Background: an optimization exercise with open tools, aiming at small area, a short achievable clock period and few clock cycles. Do not read the settings as production practice. The RTL was checked by simulation tests, not by an equivalence proof against the original design. Power is estimated from default activity; no workload was simulated.

`flow/config.mk`:
```
export PLATFORM = sky130hd
export DESIGN_NAME = gas_chamber_switch_controller
export DESIGN_NICKNAME = gas_chamber_switch_controller
export VERILOG_FILES = /design/flow/design.v
export SDC_FILE = /design/flow/constraint.sdc
export NUM_CORES = 4
export LEC_CHECK = 0
export CAP_MARGIN = 20
export CORE_MARGIN = 2
export CORE_UTILIZATION = 40
export CTS_CLUSTER_DIAMETER = 60
export CTS_CLUSTER_SIZE = 24
export SETUP_SLACK_MARGIN = 4.8
export SLEW_MARGIN = 20
```
`flow/constraint.sdc`:
```
create_clock -name core_clock -period 8.0 [get_ports {clk_i}]
set_input_delay 1.6000 -clock core_clock [delete_from_list [all_inputs] [get_ports {clk_i}]]
set_output_delay 1.6000 -clock core_clock [all_outputs]
set_load 0.01 [all_outputs]
```
`flow/design.v`:
```
`default_nettype none
package gcs_pkg;
  localparam logic [3:0]  ALL_OPEN_CODE = 4'd15;
  localparam logic [3:0]  DUAL_OFFSET   = 4'd3;
  localparam logic [2:0] MODE_NONE     = 3'd0;
  localparam logic [2:0] MODE_PERIODIC = 3'd1;
  localparam logic [2:0] MODE_ADAPTIVE = 3'd2;
  localparam logic [2:0] MODE_ALL_OPEN = 3'd3;
  localparam logic [2:0] MODE_DUAL     = 3'd4;
  localparam logic [2:0] CFG_STRATEGY_MODE   = 3'd0;
  localparam logic [2:0] CFG_MONITORED_TYPE  = 3'd1;
  localparam logic [2:0] CFG_MIN_ACTIVE_MS   = 3'd2;
  localparam logic [2:0] CFG_DECAY_THRESHOLD = 3'd3;
  localparam logic [2:0] CFG_MIN_DIFFERENCE  = 3'd4;
  localparam logic [2:0] CFG_CHAMBERS_IN_USE = 3'd5;
  localparam logic [2:0] CFG_SENSORS_IN_USE  = 3'd6;
endpackage
`default_nettype wire
`default_nettype none
module gcs_div (
  input  wire logic        clk_i,
  input  wire logic        rst_ni,
  input  wire logic        start_i,
  input  wire logic [19:0] dividend_i,
  input  wire logic [3:0]  divisor_i,
  output logic             busy_o,
  output logic             last_o,      
  output logic [15:0]      quotient_o   
);
  logic [3:0]  rem_q, rem_d;
  logic [17:0] quo_q, quo_d;
  logic [3:0]  den_q;
  logic [4:0]  den3_q;
  logic [5:0]  den5_q;
  logic [6:0]  den7_q;
  logic [2:0]  cnt_q;
  logic        busy_q;
  always_comb begin
    logic [6:0] r;
    logic [7:0] t [8];
    logic [6:0] m [8];
    r    = {rem_q, quo_q[17:15]};
    m[0] = '0;
    m[1] = 7'(den_q);
    m[2] = 7'({den_q, 1'b0});
    m[3] = 7'(den3_q);
    m[4] = 7'({den_q, 2'b0});
    m[5] = 7'(den5_q);
    m[6] = 7'({den3_q, 1'b0});
    m[7] = den7_q;
    rem_d = r[3:0];
    quo_d = {quo_q[14:0], 3'd0};
    for (int k = 1; k < 8; k++) begin
      t[k] = {1'b0, r} - {1'b0, m[k]};
      if (!t[k][7]) begin
        rem_d = t[k][3:0];
        quo_d = {quo_q[14:0], 3'(k)};
      end
    end
  end
  always_ff @(posedge clk_i or negedge rst_ni) begin
    if (!rst_ni) begin
      busy_q <= 1'b0;
      cnt_q  <= '0;
    end else if (start_i) begin
      busy_q <= 1'b1;
      cnt_q  <= '0;
    end else if (busy_q) begin
      cnt_q  <= cnt_q + 3'd1;
      if (cnt_q == 3'd5) busy_q <= 1'b0;
    end
  end
  always_ff @(posedge clk_i) begin
    if (start_i) begin
      rem_q  <= {2'b00, dividend_i[19:18]};
      quo_q  <= dividend_i[17:0];
      den_q  <= divisor_i;
      den3_q <= 5'(divisor_i) + {divisor_i, 1'b0};
      den5_q <= 6'(divisor_i) + {divisor_i, 2'b0};
      den7_q <= {divisor_i, 3'b0} - 7'(divisor_i);
    end else if (busy_q) begin
      rem_q <= rem_d;
      quo_q <= quo_d;
    end
  end
  assign busy_o     = busy_q;
  assign last_o     = busy_q && (cnt_q == 3'd5);
  assign quotient_o = quo_d[15:0];
endmodule
`default_nettype wire
`default_nettype none
module gcs_ram (
  input  wire logic        clk_i,
  input  wire logic        we_i,
  input  wire logic [1:0]  wch_i,
  input  wire logic [2:0]  wslot_i,
  input  wire logic [31:0] wdata_i,
  input  wire logic [2:0]  rslot_i,
  output logic [3:0][31:0] rdata_o
);
  logic [31:0] mem_q [32];
  always_ff @(posedge clk_i) begin
    if (we_i) mem_q[{wch_i, wslot_i}] <= wdata_i;
  end
  always_comb begin
    for (int c = 0; c < 4; c++) rdata_o[c] = mem_q[{2'(c), rslot_i}];
  end
endmodule
`default_nettype wire
`default_nettype none
module gas_chamber_switch_controller (
  input  wire logic        clk_i,
  input  wire logic        rst_ni,
  input  wire logic        cfg_we_i,
  input  wire logic [2:0]  cfg_idx_i,
  input  wire logic [31:0] cfg_data_i,
  input  wire logic        in_valid_i,
  output logic             in_ready_o,
  input  wire logic        in_command_i,
  input  wire logic [2:0]  in_chamber_index_i,
  input  wire logic [3:0]  in_sensor_slot_i,
  input  wire logic [15:0] in_sensor_type_i,
  input  wire logic [15:0] in_voltage_i,
  input  wire logic        in_chamber_active_i,
  input  wire logic        in_last_reading_i,
  input  wire logic [31:0] in_now_ms_i,
  output logic             out_valid_o,
  input  wire logic        out_ready_i,
  output logic [2:0]       out_active_chamber_o,
  output logic             out_active_found_o,
  output logic [15:0]      out_monitored_average_o,
  output logic             out_send_command_o,
  output logic [3:0]       out_chamber_command_o
);
  typedef enum logic [4:0] {
    E_IDLE, E_SCAN, E_FOLD, E_MDIV, E_AD1, E_WDIV, E_CMP1, E_CMP2,
    E_SWW, E_PER0, E_PER1, E_PER
  } est_e;
  logic [2:0]  mode_q;
  logic [15:0] mtype_q;
  logic [31:0] min_ms_q;
  logic [15:0] decay_q;
  logic [15:0] mindiff_q;
  logic [1:0]  ncm1_q;    
  logic [2:0]  nsm1_q;    
  logic        mt0_q;     
  logic [3:0]  ns;
  logic [4:0]  ns3;
  always_ff @(posedge clk_i) begin
    ns  <= {1'b0, nsm1_q} + 4'd1;
    ns3 <= 5'({1'b0, nsm1_q} + 4'd1) + {({1'b0, nsm1_q} + 4'd1), 1'b0};
  end
  always_ff @(posedge clk_i or negedge rst_ni) begin
    if (!rst_ni) begin
      mode_q    <= gcs_pkg::MODE_NONE;
      mtype_q   <= '0;
      mt0_q     <= 1'b1;
      min_ms_q  <= '0;
      decay_q   <= '0;
      mindiff_q <= '0;
      ncm1_q    <= 2'd3;
      nsm1_q    <= 3'd7;
    end else if (cfg_we_i) begin
      case (cfg_idx_i)
        gcs_pkg::CFG_STRATEGY_MODE:   mode_q <= cfg_data_i[2:0];
        gcs_pkg::CFG_MONITORED_TYPE: begin
          mtype_q <= cfg_data_i[15:0];
          mt0_q   <= (cfg_data_i[15:0] == 16'd0);
        end
        gcs_pkg::CFG_MIN_ACTIVE_MS:   min_ms_q  <= cfg_data_i;
        gcs_pkg::CFG_DECAY_THRESHOLD: decay_q   <= cfg_data_i[15:0];
        gcs_pkg::CFG_MIN_DIFFERENCE:  mindiff_q <= cfg_data_i[15:0];
        gcs_pkg::CFG_CHAMBERS_IN_USE: begin
          if (cfg_data_i[3:0] < 4'd2)      ncm1_q <= 2'd1;
          else if (cfg_data_i[3:0] > 4'd4) ncm1_q <= 2'd3;
          else                             ncm1_q <= 2'(cfg_data_i[3:0] - 4'd1);
        end
        gcs_pkg::CFG_SENSORS_IN_USE: begin
          if (cfg_data_i[4:0] == 5'd0)     nsm1_q <= 3'd0;
          else if (cfg_data_i[4:0] > 5'd8) nsm1_q <= 3'd7;
          else                             nsm1_q <= 3'(cfg_data_i[4:0] - 5'd1);
        end
        default: ;
      endcase
    end
  end
  logic        rdy_q, irv_q, cons_q;
  logic        ir_cmd, ir_act, ir_last;
  logic [2:0]  ir_ch;
  logic [3:0]  ir_slot;
  logic [15:0] ir_type, ir_volt;
  logic [31:0] ir_now;
  always_ff @(posedge clk_i) begin
    if (rdy_q) begin
      ir_cmd  <= in_command_i;
      ir_ch   <= in_chamber_index_i;
      ir_slot <= in_sensor_slot_i;
      ir_type <= in_sensor_type_i;
      ir_volt <= in_voltage_i;
      ir_act  <= in_chamber_active_i;
      ir_last <= in_last_reading_i;
      ir_now  <= in_now_ms_i;
    end
  end
  assign in_ready_o = rdo_q;
  always_ff @(posedge clk_i) rdy_q <= rst_ni && (!irv_n || !(haz_n || evb_n));
  est_e        st_q, st_d;
  logic        scan_q, scan_d;      
  logic [2:0]  sj_q, sj_d;
  logic [3:0]  flags_q;
  logic        cmd_q;               
  logic [31:0] now_q;
  logic [1:0]  ac_q;
  logic        found_q;
  logic [31:0] dms_q;               
  logic        el_q;                
  logic [15:0] slo_q [4];           
  logic [2:0]  shi_q [4];           
  logic [3:0]  cy_q;                
  logic [15:0] m_q [4];             
  logic        fmf_q;
  logic [15:0] fmv_q;
  logic [2:0]  dc_q;                
  logic        tia_q, dual_q, umean_q;
  logic [15:0] rd_q;                
  logic        fmp_q, ad1w_q;       
  logic [1:0]  oac_q;               
  logic        rdo_q;               
  logic [19:0] rbase_q, pbase_q;    
  logic        rfull_q, pfull_q;    
  logic        gtp_q;
  logic [16:0] s17_q;
  logic [1:0]  c_q, best_q, vc_q;
  logic [15:0] vq_q;
  logic        vv_q, swr_q;          
  logic        cache_q;             
  logic [16:0] minv_q;
  logic [16:0] dif_q;
  logic        gt_q;
  logic        send_q;
  logic [3:0]  code_q;
  logic [15:0] rwin_q [10];
  logic [15:0] pwin_q [10];
  logic [3:0]  rcnt_q, pcnt_q;
  logic [19:0] rsum_q, psum_q;
  logic [15:0] peak_q, cur_q;
  logic [31:0] last_q;
  logic        ov_q, ov_d, fin;
  assign out_valid_o             = ov_q;
  assign out_active_chamber_o    = {1'b0, oac_q};
  assign out_active_found_o      = found_q;
  assign out_monitored_average_o = cur_q;
  assign out_send_command_o      = send_q;
  assign out_chamber_command_o   = code_q;
  logic        ir_wr, ir_eval, consume, start;
  logic [3:0][31:0] rdata;
  assign ir_wr   = !ir_cmd && !ir_ch[2] && !ir_slot[3];
  assign ir_eval = ir_cmd || ir_last;
  assign consume = irv_q && cons_q;
  assign start   = consume && ir_eval;
  gcs_ram u_store (
    .clk_i   (clk_i),
    .we_i    (consume && ir_wr),
    .wch_i   (ir_ch[1:0]),
    .wslot_i (ir_slot[2:0]),
    .wdata_i ({ir_type, ir_volt}),
    .rslot_i (sj_q),
    .rdata_o (rdata)
  );
  logic [3:0] flags_d;
  logic [1:0] det_ac;
  logic       det_found;
  always_comb begin
    flags_d = flags_q;
    if (consume && !ir_cmd && !ir_ch[2]) flags_d[ir_ch[1:0]] = ir_act;
    det_ac    = 2'd0;
    det_found = 1'b0;
    for (int i = 3; i >= 0; i--) begin
      if (flags_d[i] && (2'(i) <= ncm1_q)) begin
        det_ac    = 2'(i);
        det_found = 1'b1;
      end
    end
  end
  logic        wd_start, wd_busy, wd_last, wd_dest_q, wd_dest;
  logic [19:0] wd_num;
  logic [3:0]  wd_den;
  logic [15:0] wd_quo;
  gcs_div u_wdiv (
    .clk_i      (clk_i),
    .rst_ni     (rst_ni),
    .start_i    (wd_start),
    .dividend_i (wd_num),
    .divisor_i  (wd_den),
    .busy_o     (wd_busy),
    .last_o     (wd_last),
    .quotient_o (wd_quo)
  );
  logic [3:0]  sm_q;                
  logic [15:0] sv_q [4];
  logic        s2_q, s2f_q, s2last_q;
  logic        fold_q, mdiv_q, push_r_q, push_p_q;
  always_ff @(posedge clk_i or negedge rst_ni) begin
    if (!rst_ni) begin
      s2_q     <= 1'b0;
      s2f_q    <= 1'b0;
      fold_q   <= 1'b0;
      mdiv_q   <= 1'b0;
      push_r_q <= 1'b0;
      push_p_q <= 1'b0;
      s2last_q <= 1'b0;
    end else begin
      s2_q     <= scan_q;
      s2f_q    <= scan_q && (sj_q == 3'd0);
      fold_q   <= (st_d == E_FOLD);
      mdiv_q   <= (st_d == E_MDIV);
      push_r_q <= push_r;
      push_p_q <= push_p;
      s2last_q <= scan_q && (sj_q == nsm1_q);
    end
  end
  always_ff @(posedge clk_i) begin
    for (int c = 0; c < 4; c++) begin
      sm_q[c] <= (rdata[c][31:16] == mtype_q);
      sv_q[c] <= rdata[c][15:0];
    end
  end
  logic        tia_now;
  assign tia_now = !mt0_q && (fmf_q || sm_q[ac_q]);
  logic        push_r, push_p, do_send;
  logic [19:0] newsum_r, newsum_p;
  logic        rd_ok;
  assign newsum_r = rbase_q + 20'(rd_q);
  assign rd_ok    = tia_q ? fmp_q : ad1w_q;
  assign newsum_p = pbase_q + 20'(rd_q);
  always_comb begin
    st_d     = st_q;
    scan_d   = scan_q;
    sj_d     = sj_q;
    push_r   = 1'b0;
    push_p   = 1'b0;
    do_send  = 1'b0;
    fin      = 1'b0;
    wd_start = 1'b0;
    wd_num   = newsum_p;
    wd_den   = (rcnt_q == 4'd10) ? 4'd10 : rcnt_q + 4'd1;
    wd_dest  = 1'b0;
    if (scan_q) begin
      sj_d = sj_q + 3'd1;
      if (sj_q == nsm1_q) scan_d = 1'b0;
    end
    case (st_q)
      E_IDLE: begin
        if (start) begin
          if (ir_cmd && cache_q) begin
            st_d   = E_AD1;
          end else if (ir_cmd || mode_q == gcs_pkg::MODE_ADAPTIVE || mode_q == gcs_pkg::MODE_DUAL) begin
            st_d   = E_SCAN;
            scan_d = 1'b1;
            sj_d   = 3'd0;
          end else if (mode_q == gcs_pkg::MODE_PERIODIC) begin
            st_d = E_PER0;
          end else begin
            begin st_d = E_IDLE; fin = 1'b1; end
          end
        end
      end
      E_SCAN: begin
        if (s2last_q) st_d = tia_now ? E_AD1 : E_FOLD;
      end
      E_FOLD: st_d = E_MDIV;
      E_MDIV: begin
        if (dc_q == 3'd7) st_d = E_AD1;
      end
      E_AD1: begin
        if (!wd_busy && (rd_ok || cmd_q || (dual_q && ac_q == 2'd0))) begin
          if (cmd_q || (dual_q && ac_q == 2'd0)) begin
            st_d = E_SWW;
          end else begin
            push_r   = 1'b1;
            wd_start = 1'b1;
            wd_num   = newsum_r;
            wd_dest  = 1'b0;
            st_d     = E_WDIV;
          end
        end
      end
      E_WDIV: begin
        if (wd_last) st_d = E_CMP1;
      end
      E_CMP1: begin
        if (!swr_q && !vv_q) st_d = E_CMP2;
      end
      E_CMP2: begin
        if (gtp_q) begin
          push_p   = 1'b1;
          wd_start = 1'b1;
          wd_den   = (pcnt_q == 4'd10) ? 4'd10 : pcnt_q + 4'd1;
          wd_dest  = 1'b1;
          begin st_d = E_IDLE; fin = 1'b1; end
        end else begin
          do_send = (17'(peak_q) > s17_q) && el_q && gt_q && (dif_q > 17'(mindiff_q));
          begin st_d = E_IDLE; fin = 1'b1; end
        end
      end
      E_SWW: begin
        if (!swr_q && !vv_q) begin
          do_send = 1'b1;
          begin st_d = E_IDLE; fin = 1'b1; end
        end
      end
      E_PER0: st_d = E_PER1;
      E_PER1: st_d = E_PER;
      E_PER:  begin st_d = E_IDLE; fin = 1'b1; end
      default: st_d = E_IDLE;
    endcase
  end
  logic        irv_n, cmd_n, last_n, wr_n, haz_n, evb_n;
  logic [3:0]  slot_n;
  logic [2:0]  ch_n;
  always_comb begin
    ov_d   = (ov_q && !out_ready_i) || fin;
    irv_n  = rdy_q ? in_valid_i : (irv_q && !consume);
    cmd_n  = rdy_q ? in_command_i : ir_cmd;
    last_n = rdy_q ? in_last_reading_i : ir_last;
    slot_n = rdy_q ? in_sensor_slot_i : ir_slot;
    ch_n   = rdy_q ? in_chamber_index_i : ir_ch;
    wr_n   = !cmd_n && !ch_n[2] && !slot_n[3];
    haz_n  = wr_n && scan_d && (slot_n[2:0] > sj_d) && (slot_n[2:0] <= nsm1_q);
    evb_n  = (cmd_n || last_n) && ((st_d != E_IDLE) || ov_d);
  end
  always_ff @(posedge clk_i or negedge rst_ni) begin
    if (!rst_ni) begin
      rdo_q     <= 1'b0;
      cons_q    <= 1'b0;
      irv_q     <= 1'b0;
      st_q      <= E_IDLE;
      scan_q    <= 1'b0;
      sj_q      <= '0;
      flags_q   <= '0;
      rcnt_q    <= '0;
      pcnt_q    <= '0;
      rsum_q    <= '0;
      psum_q    <= '0;
      peak_q    <= '0;
      cur_q     <= '0;
      last_q    <= '0;
      ov_q      <= 1'b0;
      wd_dest_q <= 1'b0;
      swr_q     <= 1'b0;
      cache_q   <= 1'b0;
    end else begin
      if (st_q == E_AD1 && st_d != E_AD1) swr_q <= 1'b1;
      else if (c_q == ncm1_q)             swr_q <= 1'b0;
      if (start && st_d == E_SCAN)                   cache_q <= 1'b1;
      else if ((consume && !ir_cmd) || cfg_we_i)     cache_q <= 1'b0;
      rdo_q   <= !irv_n || !(haz_n || evb_n);
      cons_q  <= !(haz_n || evb_n);
      irv_q   <= irv_n;
      st_q    <= st_d;
      scan_q  <= scan_d;
      sj_q    <= sj_d;
      flags_q <= flags_d;
      ov_q    <= ov_d;
      if (wd_start) wd_dest_q <= wd_dest;
      if (wd_last) begin
        if (wd_dest_q) peak_q <= wd_quo;
        else           cur_q  <= wd_quo;
      end
      if (push_r_q) begin
        rsum_q <= newsum_r;
        if (rcnt_q != 4'd10) rcnt_q <= rcnt_q + 4'd1;
      end
      if (push_p_q) begin
        psum_q <= newsum_p;
        if (pcnt_q != 4'd10) pcnt_q <= pcnt_q + 4'd1;
      end
      if (do_send) begin
        last_q <= now_q;
        peak_q <= '0;
        pcnt_q <= '0;
        psum_q <= '0;
      end
      if (st_q == E_PER && el_q) last_q <= now_q;
    end
  end
  always_ff @(posedge clk_i) begin
    if (push_r_q) begin
      rwin_q[0] <= rd_q;
      for (int i = 1; i < 10; i++) rwin_q[i] <= rwin_q[i-1];
    end
    if (push_p_q) begin
      pwin_q[0] <= rd_q;
      for (int i = 1; i < 10; i++) pwin_q[i] <= pwin_q[i-1];
    end
    rfull_q <= (rcnt_q == 4'd10);
    pfull_q <= (pcnt_q == 4'd10);
    rbase_q <= rsum_q - (rfull_q ? 20'(rwin_q[9]) : 20'd0);
    pbase_q <= psum_q - (pfull_q ? 20'(pwin_q[9]) : 20'd0);
  end
  always_ff @(posedge clk_i or negedge rst_ni) begin
    if (!rst_ni) begin
      oac_q   <= '0;
      found_q <= 1'b0;
      send_q  <= 1'b0;
      code_q  <= 4'd0;
    end else begin
      if (start) begin
        oac_q   <= det_ac;
        found_q <= det_found;
        send_q  <= !ir_cmd && (mode_q == gcs_pkg::MODE_ALL_OPEN);
        code_q  <= (!ir_cmd && (mode_q == gcs_pkg::MODE_ALL_OPEN)) ? gcs_pkg::ALL_OPEN_CODE : 4'd0;
      end
      if (do_send) begin
        send_q <= 1'b1;
        code_q <= {2'b00, best_q} + (dual_q ? gcs_pkg::DUAL_OFFSET : 4'd0);
      end
      if (st_q == E_PER && el_q) begin
        send_q <= 1'b1;
        code_q <= (ac_q == ncm1_q) ? 4'd0 : {2'b00, ac_q} + 4'd1;
      end
    end
  end
  always_ff @(posedge clk_i) begin
    dms_q <= now_q - last_q;
    rd_q   <= (!mt0_q && fmf_q) ? fmv_q : slo_q[ac_q];
    fmp_q  <= fmf_q;
    ad1w_q <= (st_q == E_AD1);
    el_q  <= dms_q > min_ms_q;
    if (start) begin
      cmd_q    <= ir_cmd;
      now_q    <= ir_now;
      ac_q     <= det_ac;
      fmf_q    <= 1'b0;
      dual_q   <= !ir_cmd && (mode_q == gcs_pkg::MODE_DUAL);
    end
    if (s2f_q) begin
      for (int c = 0; c < 4; c++) begin
        slo_q[c] <= sv_q[c];
        cy_q[c]  <= 1'b0;
        shi_q[c] <= '0;
        m_q[c]   <= sm_q[c] ? sv_q[c] : 16'hFFFF;
      end
    end else if (s2_q || fold_q) begin
      for (int c = 0; c < 4; c++) begin
        logic [16:0] t;
        t = 17'(slo_q[c]) + 17'(sv_q[c]);
        if (s2_q) begin
          slo_q[c] <= t[15:0];
          cy_q[c]  <= t[16];
        end else begin
          cy_q[c]  <= 1'b0;
        end
        shi_q[c] <= shi_q[c] + 3'(cy_q[c]);
        if (s2_q && sm_q[c] && sv_q[c] < m_q[c]) m_q[c] <= sv_q[c];
      end
    end
    if (s2_q) begin
      if (!fmf_q && sm_q[ac_q]) begin
        fmf_q <= 1'b1;
        fmv_q <= sv_q[ac_q];
      end
    end
    if (fold_q) dc_q <= '0;
    if (mdiv_q) begin
      dc_q <= dc_q + 3'd1;
      for (int c = 0; c < 4; c++) begin
        logic [4:0] r;
        logic [5:0] t1, t2, t3;
        r  = {shi_q[c], slo_q[c][15:14]};
        t1 = {1'b0, r} - {2'b0, ns};
        t2 = {1'b0, r} - {1'b0, ns, 1'b0};
        t3 = {1'b0, r} - {1'b0, ns3};
        if (!t3[5]) begin
          shi_q[c] <= t3[2:0];
          slo_q[c] <= {slo_q[c][13:0], 2'd3};
        end else if (!t2[5]) begin
          shi_q[c] <= t2[2:0];
          slo_q[c] <= {slo_q[c][13:0], 2'd2};
        end else if (!t1[5]) begin
          shi_q[c] <= t1[2:0];
          slo_q[c] <= {slo_q[c][13:0], 2'd1};
        end else begin
          shi_q[c] <= r[2:0];
          slo_q[c] <= {slo_q[c][13:0], 2'd0};
        end
      end
    end
    if (st_q == E_SCAN && s2last_q) tia_q <= tia_now;
    if (st_q == E_AD1 && st_d != E_AD1) begin
      umean_q  <= mt0_q || (!dual_q && !tia_q);
      c_q      <= dual_q ? 2'd1 : 2'd0;
      best_q   <= dual_q ? 2'd1 : 2'd0;
      minv_q   <= (mt0_q || (!dual_q && !tia_q)) ? 17'h1FFFF : 17'h0FFFF;
    end
    vv_q <= swr_q;
    vc_q <= c_q;
    vq_q <= umean_q ? slo_q[c_q] : m_q[c_q];
    if (swr_q) c_q <= c_q + 2'd1;
    if (vv_q && {1'b0, vq_q} < minv_q) begin
      minv_q <= {1'b0, vq_q};
      best_q <= vc_q;
    end
    if (st_q == E_CMP1) begin
      gtp_q <= cur_q > peak_q;
      s17_q <= 17'(cur_q) + 17'(decay_q);
      gt_q  <= 17'(cur_q) > minv_q;
      dif_q <= 17'(cur_q) - minv_q;
    end
  end
endmodule
`default_nettype wire
```
`flow/run.sh`:
```
#!/bin/bash
# synth_recipe.tcl (not shown) runs the flow's synth.tcl, then flattens the netlist and writes it again
# the make line also repeats each setting of config.mk as NAME=value (left out here)
make -C /OpenROAD-flow-scripts/flow DESIGN_CONFIG=/design/flow/config.mk WORK_HOME=/design/flow/orfs CLKGATE_MAP_FILE= SYNTH_SCRIPT=/design/flow/synth_recipe.tcl finish
```
==> results of run 1 <==
## worst paths after layout
kind / start / endpoint / slack (ns) / cells past startpoint
worst min register to register: ir_now[7]$_DFFE_PP_ / now_q[7]$_DFFE_PP_ / 0.40 / 0
worst max-delay path: cur_q[1]$_DFFE_PN0P_ / s17_q[15]$_DFFE_PP_ / 4.81 / 12
max in group asynchronous: rst_ni / sj_q[1]$_DFF_PN0_ / 5.91 / 2
min in group asynchronous: rst_ni / min_ms_q[19]$_DFFE_PN0P_ / 0.72 / 1
worst min-delay path: ir_now[7]$_DFFE_PP_ / now_q[7]$_DFFE_PP_ / 0.40 / 0
worst max register to register: cur_q[1]$_DFFE_PN0P_ / s17_q[15]$_DFFE_PP_ / 4.81 / 12
## cell usage after synthesis, types with 82 or more instances
library cell / number
a21o_1: 96
a21oi_1: 245
clkbuf_1: 143
dfrtp_1: 234
dfxtp_1: 204
edfxtp_1: 1701
ha_1: 472
inv_1: 418
mux2_2: 172
mux2i_1: 127
mux4_2: 273
nand2_1: 383
nand2b_1: 108
nor2_1: 244
nor2b_1: 82
o21ai_0: 248
xnor2_1: 121
xor2_1: 159
## final cells by class
class | count | share of cell area, %
sequential | 2145 | 57.58
multi-input combinational | 3470 | 29.16
clock buffer | 176 | 3.888
tap | 3132 | 3.684
timing repair buffer | 287 | 2.689
inverter | 423 | 1.509
clock inverter | 118 | 1.467
antenna | 6 | 0.01411
timing repair inverter | 1 | 0.005881
## kinds of logic after synthesis
group / Yosys count / synth area share, %
flops: 2145 / 65.07
simple gates: 1104 / 5.680
compound gates: 1007 / 7.072
buf+inv: 648 / 2.663
mux: 575 / 9.987
fa+ha+maj: 502 / 6.920
xor+xnor: 280 / 2.608
other cells: 1 / 0.003988
## per-layer routing
| metal | part of all wire, % | track usage, % | wire, um |
|---|---|---|---|
| met1 | 43 | 25.81 | 99460 |
| met2 | 49 | 32.32 | 113600 |
| met4 | 3.8 | 7.121 | 8812 |
| met5 | 0.012 | 0 | 27 |
| met3 | 5.0 | 2.597 | 11660 |
## power by group
part | internal (mW) | switching [mW] | leakage, nW | total, mW
Combinational | 4.73 | 5.34 | 15.8 | 10.1
Clock | 4.16 | 4.56 | 2.74 | 8.71
Sequential | 13.3 | 1.43 | 20.2 | 14.8
Total | 22.2 | 11.3 | 38.7 | 33.5
## stage by stage
stage | utilization (%) | std cells | setup slack (ns) | hold slack, ns | cell area (um2)
finish | 45.62 | 9758 | 4.814 | 0.3960 | 106400
global route | 45.62 | 9757 | 4.697 | 0.3895 | 106400
CTS | 45.23 | 9702 | 4.802 | 0.3909 | 105500
detailed placement | 42.60 | 9380 | 4.018 | 0.3921 | 99340
global placement | 42.60 | 9380 | 3.927 | 0.3870 | 99340
floorplan | - | 6263 | 4.813 | 0.3730 | 94060
## sequential cells by signal, summed over array words and instances, names as in the netlist, 17 cells and up
register	count
m_q	64
now_q	32
ir_now	32
min_ms_q	32
psum_q	20
dms_q	32
last_q	32
rsum_q	20
dif_q	17
s17_q	17
u_store.mem_q	1024
pbase_q	20
rwin_q	160
rbase_q	20
slo_q	64
sv_q	64
minv_q	17
pwin_q	160
u_wdiv.quo_q	18
## worst reg2reg max path, cell delays in order, from the launching register on
cell and delay [ns]:
dfrtp_2 0.43, buf_4 0.17, ha_1 0.30, a21o_1 0.17
a21oi_2 0.18, o211a_4 0.19, o311ai_4 0.12, or4_4 0.44
a31oi_4 0.18, nor2b_1 0.07, o21a_1 0.19, o41a_1 0.33
xor2_1 0.15
## timing repair
action,CTS,global route
resized for setup,145,88
setup buffers,26,27
endpoints found under the setup margin,161,219
hold buffers,0,0
cloned,2,1
pin swaps,8,30
## placed cells by master (no fill, tap or decap), types with 20 or more instances in the layout
| cell type | n |
|---|---|
| mux4_2 | 273 |
| clkinv_8 | 21 |
| edfxtp_1 | 1701 |
| a222oi_1 | 64 |
| inv_8 | 23 |
| o21a_1 | 47 |
| o21ai_1 | 52 |
| a21oi_1 | 234 |
| ha_1 | 466 |
| o21bai_1 | 20 |
| xnor2_1 | 119 |
| clkbuf_16 | 164 |
| nor3_1 | 62 |
| nand2b_1 | 107 |
| nor2_1 | 209 |
| dfxtp_1 | 191 |
| mux2i_1 | 127 |
| inv_1 | 417 |
| or2_2 | 31 |
| dfrtp_1 | 203 |
| clkdlybuf4s50_1 | 111 |
| nand2_1 | 382 |
| fa_1 | 28 |
| o21ai_0 | 228 |
| dfrtp_2 | 24 |
| nor2b_1 | 82 |
| nand3_1 | 42 |
| a211oi_1 | 48 |
| mux2_2 | 171 |
| a21o_1 | 94 |
| buf_4 | 111 |
| nand4_1 | 45 |
| xor2_1 | 159 |
| nor2_4 | 37 |
==> flow_results.org, run 1 <==
** Run status
- The flow ran to the end and the layout has no timing, DRC or antenna violations.

** Timing
- Max-slew headroom at the worst pin :: 25.71%
- Final hold violation count :: 0
- Setup repair after global routing missed its margin :: true
- Final setup violation count :: 0
- Part of the cycle the worst path needs :: 39.82%
- Static timing analysis puts the maximum clock frequency at 313.9 MHz.
- Adding up every negative setup slack in the final design gives 0 ns.
- Max-slew violations :: 0
- Setup Skew :: 0.04634 ns
- Transition time at the pin with the least slew margin :: 1.114 ns
- Final critical path time including I/O delays and setup :: 3.186 ns

** Setup path
- Cell type of the slowest stage on the worst timing path :: or4_4
- Type of origin of the critical path :: register
- At the worst endpoint, the required time is 8.58 ns.
- Critical path buffer and inverter count :: 1
- Broken down by cell family, the worst path's largest delay share belongs to compound AO/OA/AOI/OAI gates.
- Worst Setup Path Type :: reg2reg
- The worst setup path is captured at a register.
- For the worst setup path, the data arrival time is 3.76 ns.
- Sequence of cells on the critical path :: buf_4, ha_1, a21o_1, a21oi_2, o211a_4, o311ai_4, or4_4, a31oi_4, nor2b_1, o21a_1, o41a_1, xor2_1
- In this run the worst path has a maximum fanout of 5.
- In this design, the stage delay of the slowest critical-path cell is 0.44 ns.

** Final layout
- Number of nets at the end of the flow :: 7103
- Fill cells in the final layout number 20230.
- In the final layout, the multi-input gates occupy 0.03102 mm2.
- Synth-to-Final Area Change :: 13.14%
- The post-route netlist has 16.93% of its cells at a drive strength greater than 1.
- Registers take 0.06125 mm2.

** CTS
- # clock sinks :: 2145
- Cts bufs inserted :: 159
- Clock Latency Late Sink :: 0.85 ns
- Maximum buffer depth of the clock tree :: 3
- H-tree levels :: 4
- Cell at the root of the clock tree :: clkbuf_16
- TritonCTS built the clock tree.
- Clock Pin Slew Worst Setup and Hold Paths :: 0.09 ns

** Synth
- Sequential cell area fraction in the yosys report :: 65.07%
- Flip-flop and latch count after synthesis :: 2145
- The cell count after synthesis came out at 6262.
- The top cell type by area accounts for 54.33% of the synthesized area.
- Largest area contributor in the synthesized netlist :: edfxtp_1
- Dividing the synthesized area by the synthesized cell count gives 15.01 um2.
- In the synthesized netlist the dominant register cell turns out to be edfxtp_1.
- During synthesis, Yosys emitted a total of 11 warnings.
- The number of different library cells used by synthesis comes to 106.
- Post-Syn Area :: 0.09402 mm2
- Count of flip-flops with a built-in enable after synthesis :: 1701
- Proportion of register bits with asynchronous set or reset after synthesis :: 11.19%
- Largest cells by area after synthesis :: edfxtp_1 (54%), mux4_2 (6.5%), ha_1 (6.3%)

** Placed design
- Summed over all nets, the half-perimeter wirelength after detailed placement is 154900 um.
- Gpl congestion :: 0.8613
- During placement, the flow inserted port buffers numbering 139.

** Floorplan
- Die area :: 0.2390 mm2
- The die is 488.8 um tall.
- Horizontal die dimension :: 488.8 um
- In this run the standard cell core region covers 0.2332 mm2.
- Row cnt :: 177
- In this run the count of I/O pins placed on the die edge is 141.
- Initial cell density of the core :: 40.32%

** Route
- Using the TritonRoute via totals, the vias-per-cell ratio works out to 5.410.
- Total number of vias :: 52790
- Total detailed-routing wirelength :: 233500 um
- The first TritonRoute pass finished after 9 iterations.
- Iteration-0 DRC Markers :: 4998
- In the final routed layout, each cell accounts on average for 23.93 um.
- Antenna-violating nets left :: 0
- After detailed routing, the number of remaining DRC violations is 0.

** Pwr
- For this design the static power due to leakage is 38.73 nW.
- Worst vdd ir :: 0.0002609 V
- Pwr dens :: 315.4 mW/mm2
- Power, Total :: 33.55 mW

** Global route
- Antenna violations before repair :: 11
- Entering global routing, the biggest net connects 162 pins.
- Total gr overflow :: 0
- Wire length of the first global-routing pass :: 345100 um
- GRT Total Usage :: 19.36%
- The via count of the first global-routing pass was 53140.

** Hold path
- Worst hold path type :: reg2reg

** Job
- Max-capacitance violation count :: 0
Testbench counts, summed over its fixed seeds: cycles 23,192.
==> inputs of run 2 (changes only) <==
--- a/flow/config.mk
+++ b/flow/config.mk
@@ -8,7 +8,5 @@
 export CAP_MARGIN = 20
 export CORE_MARGIN = 2
 export CORE_UTILIZATION = 40
-export CTS_CLUSTER_DIAMETER = 60
-export CTS_CLUSTER_SIZE = 24
 export SETUP_SLACK_MARGIN = 4.8
 export SLEW_MARGIN = 20
==> run 2 against run 1 <==
  * Largest cell class unchanged
  * Global-route usage grew 0.16 points
  * Critical path depth shrank 10
  * Clock skew grew 0.051 ns
  * Sequential cell count unchanged
  * Total power increased by 6.5%
  * Via count grew 1.2%
  * Synthesized area unchanged
  * Cell area rose by 2.0%
  * Largest power group unchanged
  * Non-clock buffer count up 2
  * First-iteration DRC count shrank 2.1%
  * Still clean
  * Sequential power about the same
  * Highest routed layer unchanged
==> flow_results.org, run 2 <==
** Synth
- Flip-flop and latch count after synthesis :: 2145
- Counting distinct cell types in the post-synthesis netlist gives 106.
- Among all flip-flop cells after synthesis, the most frequent one is edfxtp_1.
- The synthesized netlist occupies a cell area of 0.09402 mm2.
- By area the synthesized netlist is led by edfxtp_1 (54%), mux4_2 (6.5%), ha_1 (6.3%).
- Library cell with the highest instance count after synthesis :: edfxtp_1
- A synthesized cell averages 15.01 um2.
- Counting flops with an async set or reset pin after synthesis yields a share of 11.19%.
- Count of flip-flops with a built-in enable after synthesis :: 1701
- Sequential cell area fraction in the yosys report :: 65.07%
- Largest area contributor in the synthesized netlist :: edfxtp_1
- By count the netlist is led by edfxtp_1 (1701), ha_1 (472), inv_1 (418), nand2_1 (383), mux4_2 (273).
- Cells after synthesis :: 6262
- The Yosys step of the flow raised 11 warnings.
- Fraction of post-synthesis cell area in the top cell type by area :: 54.33%

** Route
- The first detailed-routing pass took 10 iterations.
- Detail-routed net length per standard cell :: 23.89 um
- The detail route stage leaves a number of antenna-violating nets equal to 0.
- Iteration-0 DRC Markers :: 4892
- In the routed design, unresolved DRC markers number 0.
- For this block, the routed nets add up to 236300 um of wire.
- Routed vias/inst :: 5.400
- The routed layout has 53410 vias.

** CTS
- Cts bufs inserted :: 223
- Cell at the root of the clock tree :: clkbuf_16
- Maximum buffer depth of the clock tree :: 3
- TritonCTS clock tree :: yes
- # clock sinks :: 2145
- Clock latency on the worst-skew pair, taken at its later pin, is 0.92 ns.
- Hold-fix buffer count after cts :: 0
- H-tree levels :: 4
- After clock tree synthesis, the clock-pin slew on the worst setup and hold paths is 0.06 ns.

** Global route
- The first global-routing pass estimated 347800 um of wire.
- The via count of the first global-routing pass was 53800.
- Entering global routing, the biggest net connects 162 pins.
- GRT Total Usage :: 19.52%
- Global routing finished with a remaining overflow of 0.
- Antenna violations before repair :: 14

** Final layout
- Counting flops per register, the top entry is u_store.mem_q.
- Most frequent standard cell in the layout excluding fill and tap cells :: edfxtp_1
- Number of flip-flops under the largest register name :: 1024
- Number of nets at the end of the flow :: 7169
- Non-filler instance count after layout :: 9890
- In the layout the commonest cells are edfxtp_1 (1701), ha_1 (465), inv_1 (417), nand2_1 (382), mux4_2 (273).
- Registers with the most flip-flops :: u_store.mem_q (1024), pwin_q (160), rwin_q (160)
- Layout cells sized above 1 :: 17.64%
- From synthesis to final layout, the design area changed by 15.44%.

** Setup path
- Data on the critical path arrives at its endpoint at 1.56 ns.
- The worst setup path is launched from a register.
- Required time reported for the critical path endpoint :: 6.40 ns
- Along the worst path, the maximum fanout reaches 2.
- The setup path with the least slack is of type reg2out.
- STA classifies the critical path endpoint as a primary output.

** Floorplan
- After floorplanning, the core was divided into 177 placement rows.
- Number of primary I/O pins :: 141
- Measured along the y axis, the die boundary spans 488.8 um.
- The die is 488.8 um wide.
- Die area :: 0.2390 mm2
- Core Area :: 0.2332 mm2
- For this configuration, the core starts out at a cell density of 40.32%.

** Placed design
- Dpl cells :: 9380
- The HPWL after detailed placement is 154900 um.
- Gpl congestion :: 0.8613
- During placement, the flow inserted port buffers numbering 139.

** Timing
- Max-slew violations :: 0
- After layout, the worst path uses 39.53% of the clock period.
- Aggregate negative setup slack :: 0 ns
- The worst pin sits at a relative slew slack of 21.90%.
- Setup repair after global routing could not meet its margin everywhere.
- Clock skew on the completed layout was measured at 0.09778 ns.
- Highest clock rate :: 316.2 MHz
- Counting I/O delays and the setup requirement, the final critical path takes 3.163 ns.
- Setup violations remaining at the end of the flow were counted as 0.
- Final hold violation count :: 0
- Transition time at the pin with the least slew margin :: 1.163 ns

** Pwr
- Leak Pwr :: 39.82 nW
- Worst vdd ir :: 0.0002144 V
- The design draws 35.74 mW.
- Power spread over the standard cell area amounts to 329.3 mW/mm2.

** Run status
- The flow ran to the end and the layout has no timing, DRC or antenna violations.

** Hold path
- Worst hold path type :: reg2reg

** Job
- Max-capacitance violation count :: 0
-- run 2: final timing paths --
| check | startpoint | end | slack, ns | depth (start not counted) |
|---|---|---|---|---|
| setup / recovery | cur_q[1]$_DFFE_PN0P_ | out_monitored_average_o[1] | 4.84 | 2 |
| max in group asynchronous | rst_ni | mdiv_q$_DFF_PN0_ | 5.93 | 2 |
| setup reg to reg | m_q[0][1]$_DFFE_PP_ | m_q[0][7]$_DFFE_PP_ | 4.85 | 11 |
| hold reg to reg | pwin_q[0][9]$_DFFE_PP_ | pwin_q[1][9]$_DFFE_PP_ | 0.36 | 0 |
| hold / removal | pwin_q[0][9]$_DFFE_PP_ | pwin_q[1][9]$_DFFE_PP_ | 0.36 | 0 |
| min in group asynchronous | rst_ni | last_q[11]$_DFFE_PN0P_ | 0.68 | 1 |
-- run 2: final cells by class --
| class | count | area [um2] |
|---|---|---|
| flip-flops and latches | 2145 | 61250 |
| multi-input cells | 3470 | 31000 |
| fillers | 20050 | 124700 |
| repair inverters | 1 | 6.256 |
| clock buffers | 313 | 6315 |
| clock inverters | 110 | 1528 |
| inverters | 423 | 1603 |
| diodes | 7 | 17.52 |
| repair buffers | 289 | 2894 |
| well taps | 3132 | 3919 |
-- run 2: repair_timing --
item,4_1_cts,5_1_grt
buffers inserted,27,27
setup endpoints to repair,178,232
resized for setup,172,79
pin swaps,8,31
gates cloned,2,2
-- run 2: power by group --
group	internal, mW	switching, mW	leakage, nW
registers	13.3	1.42	20.2
logic	4.74	5.37	15.8
clock network	6.36	4.50	3.80
-- run 2: worst max-delay path, cell delays in order (launching register included) --
cell,delay (ns)
dfrtp_2,0.40
buf_4,0.16
buf_2,0.14
-- run 2: metal layers --
metal / wire length, um / up-vias / global-route usage (%)
met3: 13080 / 363 / 2.823
li1: - / 24220 / -
met1: 99360 / 27300 / 25.88
met2: 115200 / 1525 / 32.64
met5: 24 / - / 0
met4: 8606 / 4 / 7.134
-- run 2: logic make-up after synthesis --
| family | count (synthesis) | synth area share, % |
|---|---|---|
| flip-flops | 2145 | 65.07 |
| AO/OA/AOI/OAI | 1007 | 7.072 |
| AND/OR/NAND/NOR | 1104 | 5.680 |
| adder cells (fa/ha/maj) | 502 | 6.920 |
| other | 1 | 0.003988 |
| multiplexers | 575 | 9.987 |
| buffers and inverters | 648 | 2.663 |
| XOR/XNOR | 280 | 2.608 |
-- run 2: through the flow --
step	instance area [um2]	hold slack, ns	setup slack (ns)	util [%]
floorplan	94060	0.3730	4.813	-
global placement	99340	0.3870	3.927	42.60
detailed placement	99340	0.3921	4.018	42.60
CTS	107600	0.3479	4.773	46.13
global route	108500	0.3650	4.752	46.54
finish	108500	0.3613	4.837	46.54
==> inputs of run 3 (changes only) <==
--- a/flow/config.mk
+++ b/flow/config.mk
@@ -8,5 +8,7 @@
 export CAP_MARGIN = 20
 export CORE_MARGIN = 2
 export CORE_UTILIZATION = 40
+export CTS_CLUSTER_DIAMETER = 70
+export CTS_CLUSTER_SIZE = 30
 export SETUP_SLACK_MARGIN = 4.8
 export SLEW_MARGIN = 20
==> run 3 against run 2 <==
  * Register-to-register slack gained 0.02 ns
  * Sequential share of layout area grew 1.5 points
  * Via count decreased by 1.2%
  * Synthesized cell count unchanged
  * Clock-buffer cell count fell by 165
==> flow_results.org, run 3 <==
** Synth
- Ranking of synthesized cells by instance count :: edfxtp_1 (1701), ha_1 (472), inv_1 (418), nand2_1 (383), mux4_2 (273)
- In the synthesized netlist, the number of instances is 6262.
- Largest cells by area after synthesis :: edfxtp_1 (54%), mux4_2 (6.5%), ha_1 (6.3%)
- edfxtp_1 takes more of the synthesized area than any other cell.
- Fraction of post-synthesis cell area in the top cell type by area :: 54.33%
- Most used flip-flop cell after synthesis :: edfxtp_1
- Post-Syn Area :: 0.09402 mm2
- Yosys cell types :: 106
- The share of the Yosys chip area taken by registers is 65.07%.
- Yosys warning count :: 11
- Proportion of register bits with asynchronous set or reset after synthesis :: 11.19%
- Flip-flop and latch count after synthesis :: 2145
- Yosys mapped a number of flops with a built-in enable equal to 1701.
- Averaged over all synthesized cells, the footprint is 15.01 um2.
- By instance count, the leading cell after synthesis is edfxtp_1.

** Setup path
- Startpoint of the worst-slack reg-to-reg timing path :: rd_q[1]$_DFF_P_
- The worst setup path is launched from a register.
- Endpoint of the worst-slack reg-to-reg timing path :: u_wdiv.rem_q[1]$_DFFE_PP_
- Critical Path End Type :: primary output
- The setup path with the least slack is of type reg2out.
- The worst register-to-register path has a setup slack of 4.87 ns.
- For the worst setup path, the data arrival time is 1.60 ns.
- Of all nets on the critical path, the largest fanout is 2.
- For the worst setup path, the data required time is 6.40 ns.
- The number of cells on the worst reg-to-reg path is 11.

** Route
- Total detailed-routing wirelength :: 232800 um
- Sum of met3 wire segment lengths after detailed routing :: 11060 um
- Iteration-0 DRC Markers :: 5229
- Detailed routing inserted a total of 52760 vias.
- For this run, design rule violations remaining after detail routing come to 0.
- Routed vias/inst :: 5.433
- After detailed routing, the met2 layer carries 113200 um of wire.
- After detailed routing, the average wire length per cell comes to 23.97 um.
- In this run the remaining antenna-violating nets after routing total 0.
- For this run, the detailed router's first-pass iteration total came to 11.
- For this block, wires on met1 add up to 99970 um.
- Highest Signal Layer :: met5

** CTS
- In this run the clock root is driven by a clkbuf_16.
- Clock Pin Slew Worst Setup and Hold Paths :: 0.09 ns
- The clock reaches the later pin of the worst-skew pair after 0.84 ns.
- Maximum buffer depth of the clock tree :: 3
- The clock tree synthesis step divided the H-tree into 4 levels.
- Counting every sink on the clock net gives 2145.
- TritonCTS built the clock tree.
- TritonCTS created 132 clock buffers.

** Timing
- The total count of hold-check failures in the final report came to 0.
- Setup violations remaining at the end of the flow were counted as 0.
- Max-slew headroom at the worst pin :: 23.30%
- Setup slack closes at 4.802 ns.
- The count of final max-slew check failures came to 0.
- Transition time at the pin with the least slew margin :: 1.142 ns
- Setup Skew :: 0.05948 ns
- In the final timing run, aggregate negative setup slack is 0 ns.
- Setup repair after global routing could not meet its margin everywhere.
- Part of the cycle the worst path needs :: 39.97%
- The worst path in the final design needs a cycle of 3.198 ns, including I/O delays and setup.
- Derived from the worst setup path, the maximum achievable clock frequency is 312.7 MHz.

** Global route
- Total gr overflow :: 0
- Number of global-route vias before repair :: 52710
- The first global-routing pass estimated 343200 um of wire.
- The initial antenna violation count is 13.
- Entering global routing, the biggest net connects 162 pins.
- For this run, the total global-route usage over all layers was measured as 19.26%.

** Run status
- The run finished with no timing, DRC or antenna violations.

** Placed design
- Detailed placement finished with a half-perimeter wire length of 154900 um.
- The congestion estimate from routability-driven global placement came to 0.8613.
- Buffers placed on the I/O ports in this run total 139.
- OpenSTA, run right after detailed placement, puts the worst setup slack at 4.018 ns.

** Final layout
- The filler cells instantiated in the layout total 20300.
- For this run, the post-layout net count is 7078.
- The register with the most flip-flops in the final layout is u_store.mem_q.
- Registers with the most flip-flops :: u_store.mem_q (1024), pwin_q (160), rwin_q (160)
- Combined area of the multi-input logic cells :: 0.03108 mm2
- Cells with a size suffix above 1 make up 16.37% of the layout.
- The register with the most flip-flops in the layout has 1024 of them.
- Synth-to-Final Area Change :: 12.48%
- Most frequent standard cell in the layout excluding fill and tap cells :: edfxtp_1
- Summing all flip-flop and latch instances after layout gives 0.06126 mm2.
- Top library cells by usage in the layout, fill and taps aside :: edfxtp_1 (1701), ha_1 (466), inv_1 (417), nand2_1 (382), mux4_2 (273)

** Job
- Max-cap violations in this run came to 0.

** Floorplan
- During I/O placement, the number of pins put on the boundary was 141.
- The die covers 0.2390 mm2.
- Vertical die dimension :: 488.8 um
- After floorplanning, the core was sized to cover 0.2332 mm2.
- The initialized floorplan defines 177 standard-cell rows.
- Initial cell density of the core :: 40.32%
- The die is 488.8 um wide.

** Hold path
- The worst hold path was traced through 0 stages.
- Launch point of the worst hold path :: fmf_q$_DFF_P_
- Worst hold path type :: reg2reg
- The worst hold path terminates at fmp_q$_DFF_P_.

** Pwr
- Worst vdd ir :: 0.0002153 V
- Power, Total :: 32.84 mW
- The analysis attributes to cell leakage a power of 38.40 nW.
- In this run the power density over the cells is 310.5 mW/mm2.
-- run 3: logic make-up after synthesis --
| logic type | count (synthesis) | share of synthesized area (%) |
|---|---|---|
| fa+ha+maj | 502 | 6.920 |
| mux | 575 | 9.987 |
| flops | 2145 | 65.07 |
| xor+xnor | 280 | 2.608 |
| simple gates | 1104 | 5.680 |
| other cells | 1 | 0.003988 |
| buf+inv | 648 | 2.663 |
| compound gates | 1007 | 7.072 |
-- run 3: what timing repair did --
item / 4_1_cts / 5_1_grt
hold buffers: 0 / 0
buffers inserted: 26 / 28
endpoints found under the setup margin: 156 / 204
pin swaps: 10 / 35
gates resized for setup: 126 / 95
gates cloned: 2 / 1
-- run 3: worst max-delay path by stage --
| stage | to | start |
|---|---|---|
| floorplan | rdy_q$_DFF_P_ | in_sensor_slot_i[1] |
| global placement | rdy_q$_DFF_P_ | in_sensor_slot_i[1] |
| detailed placement | rdy_q$_DFF_P_ | in_sensor_slot_i[1] |
| CTS | dif_q[11]$_DFFE_PP_ | cur_q[1]$_DFFE_PN0P_ |
| global route | slo_q[2][14]$_DFFE_PP_ | sv_q[2][0]$_DFF_P_ |
| finish | out_monitored_average_o[1] | cur_q[1]$_DFFE_PN0P_ |
-- run 3: report_power, final --
part / leakage [nW] / internal, mW / switching (mW)
Sequential: 20.2 / 13.3 / 1.42
Clock: 2.38 / 3.72 / 4.29
Combinational: 15.8 / 4.74 / 5.35
-- run 3: layout make-up --
class / instances / share of cell area, %
repair inverters: 1 / 0.005915
diodes: 7 / 0.01656
well taps: 3132 / 3.705
clock buffers: 148 / 3.290
repair buffers: 289 / 2.764
clock inverters: 97 / 1.392
inverters: 423 / 1.518
flip-flops and latches: 2145 / 57.92
multi-input cells: 3470 / 29.39
-- run 3: per-stage QoR --
stage | hold slack, ns | util [%] | instance area (um2) | std cells
final | 0.4067 | 45.35 | 105800 | 9712
after global routing | 0.4134 | 45.35 | 105800 | 9710
after CTS | 0.4036 | 44.92 | 104700 | 9653
after detailed placement | 0.3921 | 42.60 | 99340 | 9380
after global placement | 0.3870 | 42.60 | 99340 | 9380
after floorplan | 0.3730 | - | 94060 | 6263
-- run 3: routing by layer --
layer  vias up  GRT usage (%)
met2      1327          32.06
met3       327          2.454
met4         4          7.049
met5         -              0
met1     27140          25.85
li1      23970              -
-- run 3: worst max-delay path: stages, from the launching register on --
cell and delay [ns]:
dfrtp_2 0.43, buf_12 0.14, clkdlybuf4s15_2 0.22
==> inputs of run 4 (changes only) <==
--- a/flow/config.mk
+++ b/flow/config.mk
@@ -8,7 +8,7 @@
 export CAP_MARGIN = 20
 export CORE_MARGIN = 2
 export CORE_UTILIZATION = 40
-export CTS_CLUSTER_DIAMETER = 70
-export CTS_CLUSTER_SIZE = 30
-export SETUP_SLACK_MARGIN = 4.8
+export CTS_CLUSTER_DIAMETER = 60
+export CTS_CLUSTER_SIZE = 24
+export SETUP_SLACK_MARGIN = 4.95
 export SLEW_MARGIN = 20
==> run 4 against run 3 <==
  * Fmax is 1.1% higher
  * Still clean
  * Clock skew is 0.0025 ns lower
  * Highest routed layer is now met4
  * First-iteration DRC count is 2.2% lower
  * Non-clock buffer count is 17 higher
  * Combinational power hardly changed
  * Global-route usage is 0.13 points higher
==> flow_results.org, run 4 <==
** Run status
- Status :: timing/DRC/antenna clean

** CTS
- Cts bufs inserted :: 151
- H-tree levels :: 4
- Clock Latency Late Sink :: 0.84 ns
- # clock sinks :: 2145
- TritonCTS clock tree :: yes
- Hold-fix buffer count after cts :: 0
- The clock passes through at most 3 buffers.
- After clock tree synthesis, the clock-pin slew on the worst setup and hold paths is 0.09 ns.
- The tree is rooted in a clkbuf_16.

** Synth
- Yosys warning count :: 11
- Ranked by total cell area, the synthesized netlist is headed by edfxtp_1 (54%), mux4_2 (6.5%), ha_1 (6.3%).
- Summed over all instances, the cell type with the most area after synthesis is edfxtp_1.
- After synthesis, the largest family of logic cells by area is multiplexers.
- Of the post-synthesis cell area, the part taken by muxes is 9.987%.
- Summing the areas of all compound-gate instances in the mapped netlist gives 7.072% of the synthesized area.
- Parity-gate share of the synthesized area counting xor and xnor cells :: 2.608%
- Summing the sequential cell areas from Yosys gives 65.07% of the chip area.
- Summing every instance area after synthesis gives 0.09402 mm2.
- Among all flip-flop cells after synthesis, the most frequent one is edfxtp_1.
- Cells after synthesis :: 6262
- Fraction of post-synthesis cell area in the top cell type by area :: 54.33%
- Synthesis inferred 2145 register bits.
- Yosys mapped a number of flops with a built-in enable equal to 1701.
- After Yosys synthesis, and, or, nand and nor cells account for 5.680% of the synthesized area.
- Proportion of register bits with asynchronous set or reset after synthesis :: 11.19%
- Library cell with the highest instance count after synthesis :: edfxtp_1
- Dividing the synthesized area by the synthesized cell count gives 15.01 um2.
- The number of different library cells used by synthesis comes to 106.
- Ranking of synthesized cells by instance count :: edfxtp_1 (1701), ha_1 (472), inv_1 (418), nand2_1 (383), mux4_2 (273)
- After Yosys synthesis, full adders, half adders and majority gates account for 6.920% of the synthesized area.

** Route
- After detailed routing, the number of remaining DRC violations is 0.
- For this block, the routed nets add up to 234600 um of wire.
- Antenna-violating nets left :: 0
- The detailed router placed 53000 vias in this run.
- Length of the first detailed-routing pass in iterations :: 7
- Iteration-0 DRC Markers :: 5114
- Detail-routed net length per standard cell :: 24.05 um
- After detailed routing, the number of vias per cell comes to 5.432.

** Final layout
- Most frequent standard cell in the layout excluding fill and tap cells :: edfxtp_1
- Synth-to-Final Area Change :: 13.63%
- Register bank with the most flops :: u_store.mem_q
- After routing the design area is 0.1068 mm2.
- Registers with the most flip-flops :: u_store.mem_q (1024), pwin_q (160), rwin_q (160)
- The net count of the finished layout is 7114.
- Once layout is complete, the utilization of the core stands at 45.81%.
- Non-filler instance count after layout :: 9757
- Of the cells placed in the final design, the portion with a size suffix greater than 1 is 18.12%.
- Top library cells by usage in the layout, fill and taps aside :: edfxtp_1 (1701), ha_1 (454), inv_1 (416), nand2_1 (382), mux4_2 (273)
- The register with the most flip-flops in the layout has 1024 of them.

** Hold path
- In this run the worst hold path is classified as reg2reg.
- The worst hold path begins at ir_now[9]$_DFFE_PP_.

** Placed design
- Input and output buffers added on the ports amount to 139.
- In this run, placement finished with an instance count of 9381.
- The placed instances occupy a cell area of 0.09934 mm2.
- Routability-driven placement finished with a final weighted congestion of 0.8918.
- Detailed placement finished with a half-perimeter wire length of 155300 um.

** Setup path
- The worst setup path is launched from a primary input.
- Critical Path End Type :: register
- Startpoint of the worst-slack reg-to-reg timing path :: now_q[1]$_DFFE_PP_
- For this run, the slowest stage of the critical path takes 0.53 ns.
- Counting both buffers and inverters, the worst setup path holds a total of 1.
- In this design, the largest share of critical-path delay is due to compound AO/OA/AOI/OAI gates.
- Required time reported for the critical path endpoint :: 8.70 ns
- The critical path goes through clkdlybuf4s50_1, mux2_4, ha_4, nor2b_1, o21a_1, o21ai_1, o2111a_1, a22oi_1, or2_1, and2_1.
- Cell type of the slowest stage on the worst timing path :: clkdlybuf4s50_1
- Data on the critical path arrives at its endpoint at 3.87 ns.
- Timing startpoint of the critical path :: in_sensor_slot_i[1]
- Worst Setup Path Type :: in2reg
- In this run the worst path has a maximum fanout of 3.

** Pwr
- Of the total power, the clock network draws 25.5%.
- Worst vdd ir :: 0.0002419 V
- Combinational logic burns 30.2% of the power.
- Summed over all cells, the static leakage comes to 38.80 nW.
- Proportion of total power due to net switching :: 33.57%
- Net switching power figure :: 11.25 mW
- Internal power comes to 22.25 mW.
- In this run the power density over the cells is 313.5 mW/mm2.
- Sequential cells account for 44.3% of the total power.

** Timing
- Max-slew headroom at the worst pin :: 28.83%
- Hold slack :: 0.3926 ns
- Setup repair after global routing could not meet its margin everywhere.
- For the final database, setup skew stands at 0.05700 ns.
- For the pin with the worst max-slew slack, the measured transition is 1.068 ns.
- Final hold violation count :: 0
- Setup violations remaining at the end of the flow were counted as 0.
- Based on the critical path, the design can be clocked at up to 316.1 MHz.
- Aggregate negative setup slack :: 0 ns
- The final critical path takes up 39.54% of the cycle.
- Subtracting the final worst setup slack from the clock period gives 3.163 ns.
- Max-slew violations :: 0

** Global route
- After global routing the overflow that remains totals 0.
- Entering global routing, the biggest net connects 110 pins.
- Number of global-route vias before repair :: 52850
- Global routing consumed, on the met1 layer, 25.76% of the routing resources.
- GRT Total Usage :: 19.39%
- Antenna violations before repair :: 10
- Global Route met2 Usage :: 33.42%
- Global routing's busiest layer :: met2
- Met3 track demand over resource in global routing :: 2.311%
- Wire length of the first global-routing pass :: 345400 um

** Floorplan
- Horizontal die dimension :: 488.8 um
- The floorplan step defined a die boundary enclosing 0.2390 mm2.
- 141 I/O pins were placed.
- The initial utilization of the core area, before any placement, comes to 40.32%.
- Row cnt :: 177
- Vertical die dimension :: 488.8 um
- The total area inside the core boundary comes to 0.2332 mm2.

** Job
- Max-capacitance violation count :: 0
[run 4: worst register-to-register path, cell delays in order, from the launching register on]
cell,delay [ns]
edfxtp_1,0.48
ha_1,0.34
nor2b_4,0.13
o31a_1,0.36
nor4_4,0.27
o211ai_1,0.15
buf_4,0.17
nand4_1,0.15
o211ai_1,0.15
a211oi_2,0.33
o21ai_1,0.12
a21oi_2,0.20
xnor2_2,0.14
[run 4: timing repair]
action,in CTS,in global routing
buffers inserted,46,29
endpoints found under the hold margin,0,0
setup endpoints to repair,510,327
resized for setup,273,132
cloned,3,1
pin swaps,37,52
[run 4: final cells by class]
| class | instances | area, um2 |
|---|---|---|
| Fill cell | 20230 | 126400 |
| Sequential cell | 2145 | 61280 |
| Multi-Input combinational cell | 3470 | 31520 |
| Tap cell | 3132 | 3919 |
| Clock buffer | 164 | 3879 |
| Timing Repair Buffer | 306 | 3003 |
| Inverter | 423 | 1642 |
| Clock inverter | 113 | 1587 |
| Timing Repair inverter | 1 | 8.758 |
| Antenna cell | 3 | 7.507 |
[run 4: power groups by stage]
stage / logic, mW / clock network [mW] / registers (mW)
after global routing: 11.2 / 9.14 / 14.9
after detailed placement: 9.61 / 0 / 15.2
after CTS: 9.88 / 8.74 / 14.9
after floorplan: 7.51 / 0 / 14.1
after global placement: 9.42 / 0 / 15.1
final: 10.1 / 8.54 / 14.8
[run 4: per-stage QoR]
stage / total power [mW] / worst slack (ns)
floorplan: 21.63 / 4.820
global placement: 24.56 / 3.914
detailed placement: 24.78 / 3.946
CTS: 33.52 / 4.828
global route: 35.31 / 4.801
finish: 33.50 / 4.837
[run 4: final timing paths]
check / endpoint / slack [ns] / depth (start not counted)
worst min-delay path: now_q[9]$_DFFE_PP_ / 0.39 / 0
max in group asynchronous: min_ms_q[30]$_DFFE_PN0P_ / 5.84 / 2
worst min register to register: now_q[9]$_DFFE_PP_ / 0.39 / 0
worst max-delay path: rdy_q$_DFF_P_ / 4.84 / 10
worst max register to register: dms_q[31]$_DFF_P_ / 4.95 / 12
min in group asynchronous: pcnt_q[3]$_DFFE_PN0P_ / 0.78 / 1
[run 4: cell families after synthesis]
logic type      after synthesis
compound gates             1007
xor+xnor                    280
fa+ha+maj                   502
buf+inv                     648
flops                      2145
mux                         575
other cells                   1
simple gates               1104
[run 4: per-layer routing]
layer  wire [um]  vias to the layer above
met2      117600                     1328
met5           0                        -
met3       11410                      300
li1            -                    24080
met1       98680                    27300
met4        6927                        0
==> inputs of run 5 (changes only) <==
--- a/flow/design.v
+++ b/flow/design.v
@@ -226,8 +226,8 @@
   logic        fmp_q, ad1w_q;       
   logic [1:0]  oac_q;               
   logic        rdo_q;               
-  logic [19:0] rbase_q, pbase_q;    
   logic        rfull_q, pfull_q;    
+  logic        fixr1_q, fixr2_q, fixp1_q, fixp2_q;
   logic        gtp_q;
   logic [16:0] s17_q;
   logic [1:0]  c_q, best_q, vc_q;
@@ -308,6 +308,10 @@
       mdiv_q   <= 1'b0;
       push_r_q <= 1'b0;
       push_p_q <= 1'b0;
+      fixr1_q  <= 1'b0;
+      fixr2_q  <= 1'b0;
+      fixp1_q  <= 1'b0;
+      fixp2_q  <= 1'b0;
       s2last_q <= 1'b0;
     end else begin
       s2_q     <= scan_q;
@@ -316,6 +320,10 @@
       mdiv_q   <= (st_d == E_MDIV);
       push_r_q <= push_r;
       push_p_q <= push_p;
+      fixr1_q  <= push_r_q;
+      fixr2_q  <= fixr1_q;
+      fixp1_q  <= push_p_q;
+      fixp2_q  <= fixp1_q;
       s2last_q <= scan_q && (sj_q == nsm1_q);
     end
   end
@@ -330,9 +338,9 @@
   logic        push_r, push_p, do_send;
   logic [19:0] newsum_r, newsum_p;
   logic        rd_ok;
-  assign newsum_r = rbase_q + 20'(rd_q);
+  assign newsum_r = rsum_q + 20'(rd_q);
   assign rd_ok    = tia_q ? fmp_q : ad1w_q;
-  assign newsum_p = pbase_q + 20'(rd_q);
+  assign newsum_p = psum_q + 20'(rd_q);
   always_comb begin
     st_d     = st_q;
     scan_d   = scan_q;
@@ -467,6 +475,8 @@
         if (wd_dest_q) peak_q <= wd_quo;
         else           cur_q  <= wd_quo;
       end
+      if (fixr2_q) rsum_q <= rsum_q - (rfull_q ? 20'(rwin_q[9]) : 20'd0);
+      if (fixp2_q) psum_q <= psum_q - (pfull_q ? 20'(pwin_q[9]) : 20'd0);
       if (push_r_q) begin
         rsum_q <= newsum_r;
         if (rcnt_q != 4'd10) rcnt_q <= rcnt_q + 4'd1;
@@ -495,8 +505,6 @@
     end
     rfull_q <= (rcnt_q == 4'd10);
     pfull_q <= (pcnt_q == 4'd10);
-    rbase_q <= rsum_q - (rfull_q ? 20'(rwin_q[9]) : 20'd0);
-    pbase_q <= psum_q - (pfull_q ? 20'(pwin_q[9]) : 20'd0);
   end
   always_ff @(posedge clk_i or negedge rst_ni) begin
     if (!rst_ni) begin
--- a/flow/config.mk
+++ b/flow/config.mk
@@ -8,7 +8,7 @@
 export CAP_MARGIN = 20
 export CORE_MARGIN = 2
 export CORE_UTILIZATION = 40
-export CTS_CLUSTER_DIAMETER = 60
-export CTS_CLUSTER_SIZE = 24
-export SETUP_SLACK_MARGIN = 4.95
+export CTS_CLUSTER_DIAMETER = 70
+export CTS_CLUSTER_SIZE = 30
+export SETUP_SLACK_MARGIN = 4.8
 export SLEW_MARGIN = 20
==> run 5 against run 4 <==
  * Setup slack gained 0.037 ns
  * Clock-buffer cell count decreased by 15
  * Non-clock buffer count fell by 23
  * Cell area is 1.6% lower
  * Combinational power is essentially flat
  * Critical endpoint is now dms_q[30]$_DFF_P_
  * Sequential power barely moved
  * Highest routed layer unchanged
  * Global-route usage is 0.12 points higher
  * Synthesized area decreased by 0.55%
  * Clock power shrank 7.7%
  * Final cell count is 1.1% lower
  * Largest power group unchanged
  * Still clean on timing, DRC and antenna
  * Wire length about the same
  * Via count grew 0.47%
==> flow_results.org, run 5 <==
** Run status
- Status :: timing/DRC/antenna clean

** Pwr
- Pwr dens :: 310.1 mW/mm2
- The worst-case IR drop observed on VDD is 0.0002653 V.

** Synth
- After synthesis the netlist holds a flip-flop and latch count of 2109.
- In this run the cell area of the synthesized design comes to 0.09351 mm2.
- The synthesized netlist devotes 6.945% of its cell area to adder and majority cells.
- edfxtp_1 is the most common cell in the netlist.
- Yosys cell types :: 100
- Parity-gate share of the synthesized area counting xor and xnor cells :: 2.595%
- Summing the areas of all compound-gate instances in the mapped netlist gives 7.969% of the synthesized area.
- Yosys warning count :: 11
- Largest family of logic cells by synthesized area :: multiplexers
- The commonest cells after synthesis are edfxtp_1 (1701), ha_1 (471), nand2_1 (418), inv_1 (399), a21oi_1 (274).

** Setup path
- Cell type of the slowest stage on the worst timing path :: or4_1
- Setup slack on the worst reg-to-reg path comes out at 4.87 ns.
- Counting stages on the worst path, the most repeated cell is a21o_1.
- For the worst setup path, the data required time is 8.70 ns.
- Broken down by cell family, the worst path's largest delay share belongs to compound AO/OA/AOI/OAI gates.
- Type of origin of the critical path :: register
- Endpoint of the worst-slack reg-to-reg timing path :: dms_q[30]$_DFF_P_
- Critical path buffer and inverter count :: 0

** Timing
- Setup repair after global routing could not meet its margin everywhere.
- In this run the tightest slew margin relative to its limit is 23.62%.
- At the pin with the least slew margin, the transition time is 1.146 ns.

** Final layout
- Synth-to-Final Area Change :: 12.39%
- The register with the most flip-flops in the layout has 1024 of them.
- Number of nets at the end of the flow :: 7109
- Fill cells :: 20360
- Sequential cell area :: 0.06055 mm2
- The finished cells cover 0.1051 mm2.
- Most frequent standard cell in the layout excluding fill and tap cells :: edfxtp_1
- Register bank with the most flops :: u_store.mem_q

** CTS
- # clock sinks :: 2109
- TritonCTS built the clock tree.
- The clock reaches the later pin of the worst-skew pair after 0.85 ns.
- Cell at the root of the clock tree :: clkbuf_16

** Global route
- Global routing consumed, over all layers together, 19.51% of the routing resources.

** Route
- Routed vias/inst :: 5.518
- Length of the first detailed-routing pass in iterations :: 7
- Antenna-violating nets left :: 0
- Total number of vias :: 53250
- Total detailed-routing wirelength :: 234500 um
- Number of design rule violations left after detail routing :: 0

** Job
- Max-cap violations in this run came to 0.

** Hold path
- Launch point of the worst hold path :: fixp1_q$_DFF_PN0_
- Number of cells traversed by the worst hold path :: 0

** Placed design
- Summing all placed instances gives a cell area of 0.09909 mm2.
- Dpl cells :: 9348

** Floorplan
- Initial cell density of the core :: 40.21%
## run 5: changes by cell type after synthesis, sizes merged, moves of 21 or more
| cell | delta |
|---|---|
| o21a | +48 |
| mux2 | -44 |
| dfxtp | -40 |
| nand2 | +35 |
| a21oi | +26 |
| o21ai | -24 |
| o211ai | +22 |
| mux2i | -21 |
## run 5: stage by stage
stage / setup slack [ns] / hold WS, ns / util (%)
after floorplan: 4.803 / 0.3312 / -
after global placement: 3.748 / 0.3320 / 42.42
after detailed placement: 3.845 / 0.3364 / 42.61
after CTS: 4.782 / 0.3581 / 44.90
after global routing: 4.747 / 0.3692 / 45.19
final: 4.874 / 0.3553 / 45.20
## run 5: logic make-up (layout without fill, tap and decap cells)
group           after synthesis  in the layout
buf+inv                     634            929
flops                      2109           2109
xor+xnor                    277            277
compound gates             1124           1124
simple gates               1152           1152
fa+ha+maj                   501            501
other cells                   1              5
mux                         510            510
## run 5: worst max-delay path by stage
| stage | start | to | slack (ns) | cells after the start |
|---|---|---|---|---|
| after floorplan | in_sensor_slot_i[1] | rdy_q$_DFF_P_ | 4.80 | 9 |
| after detailed placement | in_sensor_slot_i[0] | rdy_q$_DFF_P_ | 3.85 | 10 |
| after CTS | st_q[3]$_DFF_PN0_ | u_wdiv.den7_q[6]$_DFFE_PP_ | 4.78 | 14 |
| final | now_q[11]$_DFFE_PP_ | dms_q[30]$_DFF_P_ | 4.87 | 10 |
| after global routing | pfull_q$_DFF_P_ | psum_q[12]$_DFFE_PN0P_ | 4.75 | 12 |
| after global placement | in_sensor_slot_i[0] | rdy_q$_DFF_P_ | 3.75 | 10 |
## run 5: where the power goes
group,internal (mW),total (mW),switching (mW)
clock network,3.61,7.88,4.27
registers,13.2,14.7,1.49
logic,4.69,10.0,5.36
total,21.5,32.6,11.1
## run 5: final cells by class
cell class	count	area share [%]
diodes	3	0.007143
clock buffers	149	3.324
clock inverters	95	1.375
inverters	401	1.439
multi-input cells	3566	29.68
flip-flops and latches	2109	57.61
well taps	3043	3.623
repair buffers	283	2.933
repair inverters	1	0.007143
## run 5: routing by layer
metal | vias to the layer above | wire, um | GRT usage (%)
li1 | 24220 | - | -
met1 | 27440 | 99650 | 25.96
met2 | 1312 | 116700 | 33.34
met3 | 279 | 11350 | 2.552
met4 | 0 | 6802 | 5.707
met5 | - | 0 | 0
## run 5: repair_timing
action                                  4_1_cts  5_1_grt
hold buffers                                  0        0
buffers inserted                             22       11
endpoints found under the setup margin      115       99
pin swaps                                     3       17
cloned                                        3        0
resized for setup                           112       74
Testbench counts of run 5, summed over its fixed seeds: cycles 23,192.
